Background: an optimization exercise with open tools, aiming at small area and a short achievable clock period. Do not read the settings as production practice.
In this exercise RTL edits were held to simulation tests only and were not proved equivalent to the original.
No activity file was given, so power comes from the tool's default toggle rates.

==> flow/config.mk <==
export PLATFORM = sky130hd
export DESIGN_NAME = regfile_sb
export DESIGN_NICKNAME = regfile_sb
export VERILOG_FILES = /design/flow/design.v
export SDC_FILE = /design/flow/constraint.sdc
export NUM_CORES = 4
export LEC_CHECK = 0
export CAP_MARGIN = 20
export CORE_MARGIN = 2
export CORE_UTILIZATION = 40
export SLEW_MARGIN = 20
==> flow/design.v <==
package regfile_pkg;
   typedef enum logic {
      CLEAR = 1'b0,
      RUN   = 1'b1
   } state_e;
   localparam int                    DEF_DATA_W  = 32;
   localparam int                    DEF_NREGS   = 32;
   localparam int                    DEF_SP_REG  = 29;
   localparam logic [DEF_DATA_W-1:0] DEF_SP_INIT = 32'h0000_2FFC;
   function automatic int aw_of(input int nregs);
      aw_of = (nregs <= 1) ? 1 : $clog2(nregs);
   endfunction
endpackage
module regfile_sb_rdport
#(
   parameter int DATA_W   = regfile_pkg::DEF_DATA_W,
   parameter int AW       = 5,
   parameter bit ZERO_REG = 1'b1
) (
   input  logic              run,
   input  logic [AW-1:0]     addr,
   input  logic [DATA_W-1:0] rh_data,
   input  logic              rh_busy,
   input  logic              wr_en,
   input  logic [AW-1:0]     wr_addr,
   input  logic [DATA_W-1:0] wr_data,
   output logic [DATA_W-1:0] data,
   output logic              busy
);
   logic wr_hit;
   always_comb begin
      data   = rh_data;
      busy   = rh_busy;
      wr_hit = wr_en && (wr_addr == addr);
      if (!run) begin
         data = '0;
         busy = 1'b1;
      end else if (ZERO_REG && (addr == '0)) begin
         data = '0;
         busy = 1'b0;
      end else if (wr_hit) begin
         data = wr_data;
         busy = 1'b0;
      end
   end
endmodule
module regfile_sb
#(
   parameter int                DATA_W   = regfile_pkg::DEF_DATA_W,
   parameter int                NREGS    = regfile_pkg::DEF_NREGS,
   parameter int                NRD      = 2,
   parameter bit                ZERO_REG = 1'b1,
   parameter int                SP_REG   = regfile_pkg::DEF_SP_REG,
   parameter logic [DATA_W-1:0] SP_INIT  = DATA_W'(regfile_pkg::DEF_SP_INIT),
   localparam int               AW       = regfile_pkg::aw_of(NREGS)
) (
   input  logic                  clk,
   input  logic                  rst_n,
   output logic                  ready,
   input  logic [NRD*AW-1:0]     rd_addr,
   output logic [NRD*DATA_W-1:0] rd_data,
   output logic [NRD-1:0]        rd_busy,
   input  logic                  wr_en,
   input  logic [AW-1:0]         wr_addr,
   input  logic [DATA_W-1:0]     wr_data,
   input  logic                  iss_en,
   input  logic [AW-1:0]         iss_addr,
   input  logic [AW-1:0]         dbg_addr,
   output logic [DATA_W-1:0]     dbg_data
);
   typedef logic [DATA_W-1:0] word_t;
   regfile_pkg::state_e            state_q, state_d;
   logic [AW-1:0]     ptr_q, ptr_d;
   logic [NREGS-1:0]  busy_q, busy_d;
   logic [NREGS-1:0][DATA_W-1:0] rh_q;
   logic [NREGS-1:0][DATA_W-1:0] rh_d;
   word_t             dbg_data_q, dbg_data_d;
   logic              run;
   assign run      = (state_q == regfile_pkg::RUN);
   assign ready    = run;
   assign dbg_data = dbg_data_q;
   always_comb begin
      state_d = state_q;
      ptr_d   = ptr_q;
      if (!run) begin
         if (ptr_q == AW'(NREGS - 1)) begin
            state_d = regfile_pkg::RUN;
         end else begin
            ptr_d = ptr_q + AW'(1);
         end
      end
   end
   always_comb begin
      rh_d = rh_q;
      if (!run) begin
         rh_d[ptr_q] = (ptr_q == AW'(SP_REG)) ? SP_INIT : '0;
      end else if (wr_en && !(ZERO_REG && (wr_addr == '0))) begin
         rh_d[wr_addr] = wr_data;
      end
   end
   always_comb begin
      busy_d = busy_q;
      if (!run) begin
         busy_d = '0;
      end else begin
         for (int r = 0; r < NREGS; r++) begin
            if (iss_en && (iss_addr == AW'(r)) && !(ZERO_REG && (r == 0))) begin
               busy_d[r] = 1'b1;
            end else if (wr_en && (wr_addr == AW'(r))) begin
               busy_d[r] = 1'b0;
            end
         end
      end
   end
   always_comb begin
      dbg_data_d = run ? rh_q[dbg_addr] : '0;
   end
   always_ff @(posedge clk) begin
      if (!rst_n) begin
         state_q    <= regfile_pkg::CLEAR;
         ptr_q      <= '0;
         busy_q     <= '0;
         dbg_data_q <= '0;
      end else begin
         state_q    <= state_d;
         ptr_q      <= ptr_d;
         busy_q     <= busy_d;
         dbg_data_q <= dbg_data_d;
         rh_q       <= rh_d;
      end
   end
   for (genvar i = 0; i < NRD; i++) begin : g_rd
      logic [AW-1:0] addr;
      assign addr = rd_addr[i*AW +: AW];
      regfile_sb_rdport #(
         .DATA_W   (DATA_W),
         .AW       (AW),
         .ZERO_REG (ZERO_REG)
      ) u_rdport (
         .run     (run),
         .addr    (addr),
         .rh_data (rh_q[addr]),
         .rh_busy (busy_q[addr]),
         .wr_en   (wr_en),
         .wr_addr (wr_addr),
         .wr_data (wr_data),
         .data    (rd_data[i*DATA_W +: DATA_W]),
         .busy    (rd_busy[i])
      );
   end
endmodule
==> flow/run.sh <==
#!/bin/bash
# synth_recipe.tcl (not shown) runs the flow's synth.tcl, then flattens the netlist and writes it again
# the make line also repeats each setting of config.mk as NAME=value (left out here)
make -C /OpenROAD-flow-scripts/flow DESIGN_CONFIG=/design/flow/config.mk WORK_HOME=/design/flow/orfs CLKGATE_MAP_FILE= SYNTH_SCRIPT=/design/flow/synth_recipe.tcl finish
==> flow/constraint.sdc <==
create_clock -name core_clock -period 6.5 [get_ports {clk}]
set_input_delay 1.3000 -clock core_clock [delete_from_list [all_inputs] [get_ports {clk}]]
set_output_delay 1.3000 -clock core_clock [all_outputs]
set_load 0.01 [all_outputs]
==> run summary <==
-- synthesized netlist by cell type, types with 35 or more instances --
| master | n |
|---|---|
| mux2_2 | 309 |
| edfxtp_1 | 1024 |
| dfxtp_1 | 69 |
| a31oi_1 | 35 |
| clkbuf_1 | 384 |
| nor2_1 | 181 |
| a22oi_1 | 101 |
| a221oi_1 | 55 |
| mux4_2 | 801 |
| nor3_1 | 38 |
| nand2_1 | 589 |
| a21oi_1 | 97 |
| mux2i_1 | 611 |
| buf_2 | 198 |
| a22o_1 | 616 |
| o21ai_0 | 156 |
| buf_1 | 64 |
| a221o_1 | 127 |
-- sequential cells by signal (all words and copies together) (netlist names) --
register / flops
busy_q: 31
state_q: 1
ptr_q: 5
rh_q: 1024
dbg_data_q: 32
-- how the worst max path moves through the flow --
stage	cells after the start	start	to
finish	10	rd_addr[5]	rd_data[56]
global route	10	rd_addr[5]	rd_data[56]
CTS	10	rd_addr[5]	rd_data[56]
detailed placement	10	rd_addr[5]	rd_data[56]
global placement	10	rd_addr[5]	rd_data[56]
floorplan	8	wr_addr[1]	rh_q[0]
-- placed cells by master (no fill, tap or decap), types with 34 or more instances in the layout --
master              n
clkdlybuf4s50_1   145
mux2i_1           611
buf_4             265
mux4_2            801
nor2_1            176
a221o_1           127
and3_1             34
nand2_1           587
nor3_1             38
a221oi_1           55
clkbuf_16         137
a21oi_1            73
buf_12             66
a22oi_1           101
a22o_1            616
edfxtp_1         1024
mux2_2            309
o21ai_0           155
dfxtp_1            68
-- routing by layer --
layer | routed length, um | share of wire
met1 | 121000 | 0.35
met4 | 28200 | 0.081
met2 | 148000 | 0.43
met3 | 48800 | 0.14
met5 | 80 | 0.00023
-- layout make-up --
type                    instances  area (um^2)
clock inverters                63          484
multi-input cells            4105        43700
inverters                      14         65.1
clock buffers                 175         3670
diodes                         10         25.0
well taps                    2542         3180
fillers                     17400       106000
repair buffers                487         4920
flip-flops and latches       1093        32100
-- metrics by stage --
step / std cells / util / power, mW / hold WS, ns / cell area (um^2)
after CTS: 8478 / 0.453 / 19.6 / 0.503 / 88200
final: 8489 / 0.453 / 19.7 / 0.508 / 88200
after detailed placement: 8240 / 0.432 / 12.2 / 0.491 / 84000
after global placement: 8238 / 0.431 / 12.2 / 0.484 / 84000
after floorplan: 5892 / - / 11.1 / 0.461 / 78300
after global routing: 8484 / 0.453 / 20.1 / 0.541 / 88200
-- tightest hold or removal path: stages (launching register included) --
cell	delay, ns
dfxtp_1	0.32
o21ai_0	0.08
a21oi_1	0.06
-- power by group --
part	total (mW)	switching [mW]	internal [mW]	leakage (nW)
logic	3.58	1.92	1.66	17.8
registers	8.64	0.452	8.18	10.6
clock network	7.48	3.30	4.18	2.04
total	19.7	5.67	14.0	30.5
-- cells by family after synthesis --
group | count (synthesis) | share of synthesized area
mux | 1736 | 0.355
simple gates | 1018 | 0.0572
flops | 1093 | 0.411
buf+inv | 694 | 0.0381
compound gates | 1322 | 0.135
fa+ha+maj | 11 | 0.00176
xor+xnor | 18 | 0.00211
==> summary.txt <==
Status
  – Status: no timing/DRC/antenna violations

Logic synthesis
  – #FFs+latches synth: 1093
  – Post-synthesis async set-or-reset flop share: 0
  – Top post-synthesis cells by area: edfxtp_1 (39%), mux4_2 (23%), mux2i_1 (7.8%)
  – Post-synth cell types: ~80
  – Post-synth top area cell: edfxtp_1
  – Post-synth top flop: edfxtp_1
  – Synthesized Nets: roughly 6000
  – Number of synthesized flops with an enable pin: approximately 1000
  – Avg Cell Area, Syn: about 13 um^2
  – Post-Syn Instances: a little under 6000
  – Register area share after synthesis: 0.411
  – Synth Warn #: 2
  – Top-area cell type share of the netlist area: 0.393
  – Synth Cell Area: ~78000 um^2

Floorplan
  – Die Y: between 400 and 500 um
  – Io pins: 160
  – Die ar.: 199000 um^2
  – Row count: approximately 160
  – Die width: 446 um
  – Core area: 195000 um^2
  – Initial core utilization: 0.402

Clock tree
  – Worst-path clk slew: approximately 0.060 ns
  – Hold_buf cts: 0
  – Clk Latency, worst-skew pair: just over 0.8 ns
  – Post CTS Setup Buffer Count: 0
  – # resized after CTS: 0
  – CTS Buffer Depth: 3
  – Total CTS buffers: ~130
  – CTS tree: built
  – CTS root buf: clkbuf_16
  – CTS Sinks: between 1000 and 1500
  – H-tree level count: 4

Critical path
  – Reg2Reg Depth: 11
  – Origin of the critical flop-to-flop path: ptr_q[0]
  – Worst reg2reg path endpoint: rh_q[329]
  – CP max stage delay: 0.94 ns
  – Worst-path cell chain: buf_8 -> buf_12 -> buf_4 -> mux4_2 -> o21ai_0 -> a21oi_1 -> nor4_1 -> a21oi_1 -> buf_4 -> clkdlybuf4s50_1
  – Crit-path max FO: 33
  – CP Data Arrival Time: between 5 and 6 ns
  – Setup crit start kind: input port
  – Reg-to-reg slack, setup: 2.09 ns
  – CP max stage cell: nor4_1
  – Crit end category: output pin
  – Family with the most delay on the worst path: buffers and inverters
  – Critical path type: in2out
  – Critical path required time: between 5 and 6 ns
  – CP bufs+invs: 5

Route
  – Wire per inst: 40.8 um
  – Total vias in the final route: ~64000
  – First drt pass iteration count: 6
  – Post-route DRC violation count: 0
  – Post-DRT Antenna Nets: 0
  – Via density: about 7.5
  – Routed Wire Length: about 350 mm
  – DR iter-0 viols: between 10000 and 15000

Worst hold path
  – Hold Path Origin: busy_q[8]
  – Worst Hold Class: reg2reg
  – Worst Hold Depth: 2
  – Hold worst-path end: busy_q[8]

Global route
  – First-pass GRT wire length: 477 mm
  – Global routing's busiest layer: met2
  – Vias in the first global route: 59800
  – Initial antenna violation count: 18
  – Overflow left after global routing: 0
  – GRT Util Overall: 0.340
  – Met1 usage: 0.439
  – Routing usage on met2: 0.488
  – Largest net degree at the start of global routing: ~170
  – Met3 track demand over resource: 0.102

Timing
  – Least-Margin Pin Slew: roughly 1.1 ns
  – Final Hold Vio Count: 0
  – Post-route setup slack: 0.0966 ns
  – Tcrit/Tclk final: 0.985
  – Worst clock skew: about 0.033 ns
  – RSZ-0062 raised after global routing: false
  – Highest clock rate: ~160 MHz
  – Pins Over Slew Limit: 0
  – Post-route setup TNS: 0 ns
  – Setup violators final: 0
  – Minimum clock period: about 6.4 ns
  – Max-slew headroom: 0.238

Power and ir drop
  – Peak supply drop: around 0.00032 V
  – Static Leak: 30.5 nW
  – Pwr Density: 223 nW/um^2

Finish
  – Share of cells above drive strength 1: 0.300
  – NumNets Final: around 5900
  – Area growth syn-to-layout: 12.8%

Placement
  – Pre-CTS setup slack: approximately 0.075 ns
  – # port buffers: between 150 and 200
  – Global placer's final weighted congestion: roughly 0.94
  – Detail Placement HPWL: 217 mm

Job
  – MaxCap Viol Count: 0

==> separate check: timing with driven ports <==
The flow's constraints put no driver on any port. The routed layout listed below was extracted and timed again, unchanged, in two steps. Step 1 sets driving cells, clkbuf_16 on the clock port and buf_2 on the other inputs (assumed; they add their load-dependent delay and slew). Step 2, shift: input delay + t, output delay - t, t = (earliest + latest rising clock arrival at the registers) / 2. This alone moves slack from input paths to output paths. Slacks: ideal / step 1 / step 2; pairs: ideal / step 1.
t (ns): 0.903
setup slack, ns: 0.097 / 0.046 / 0.046
worst setup path at the end: input to output
After both steps setup and hold are still met in this run. For this run, drivers alone change the setup slack by -0.051 ns; drivers and shift together by -0.051 ns.
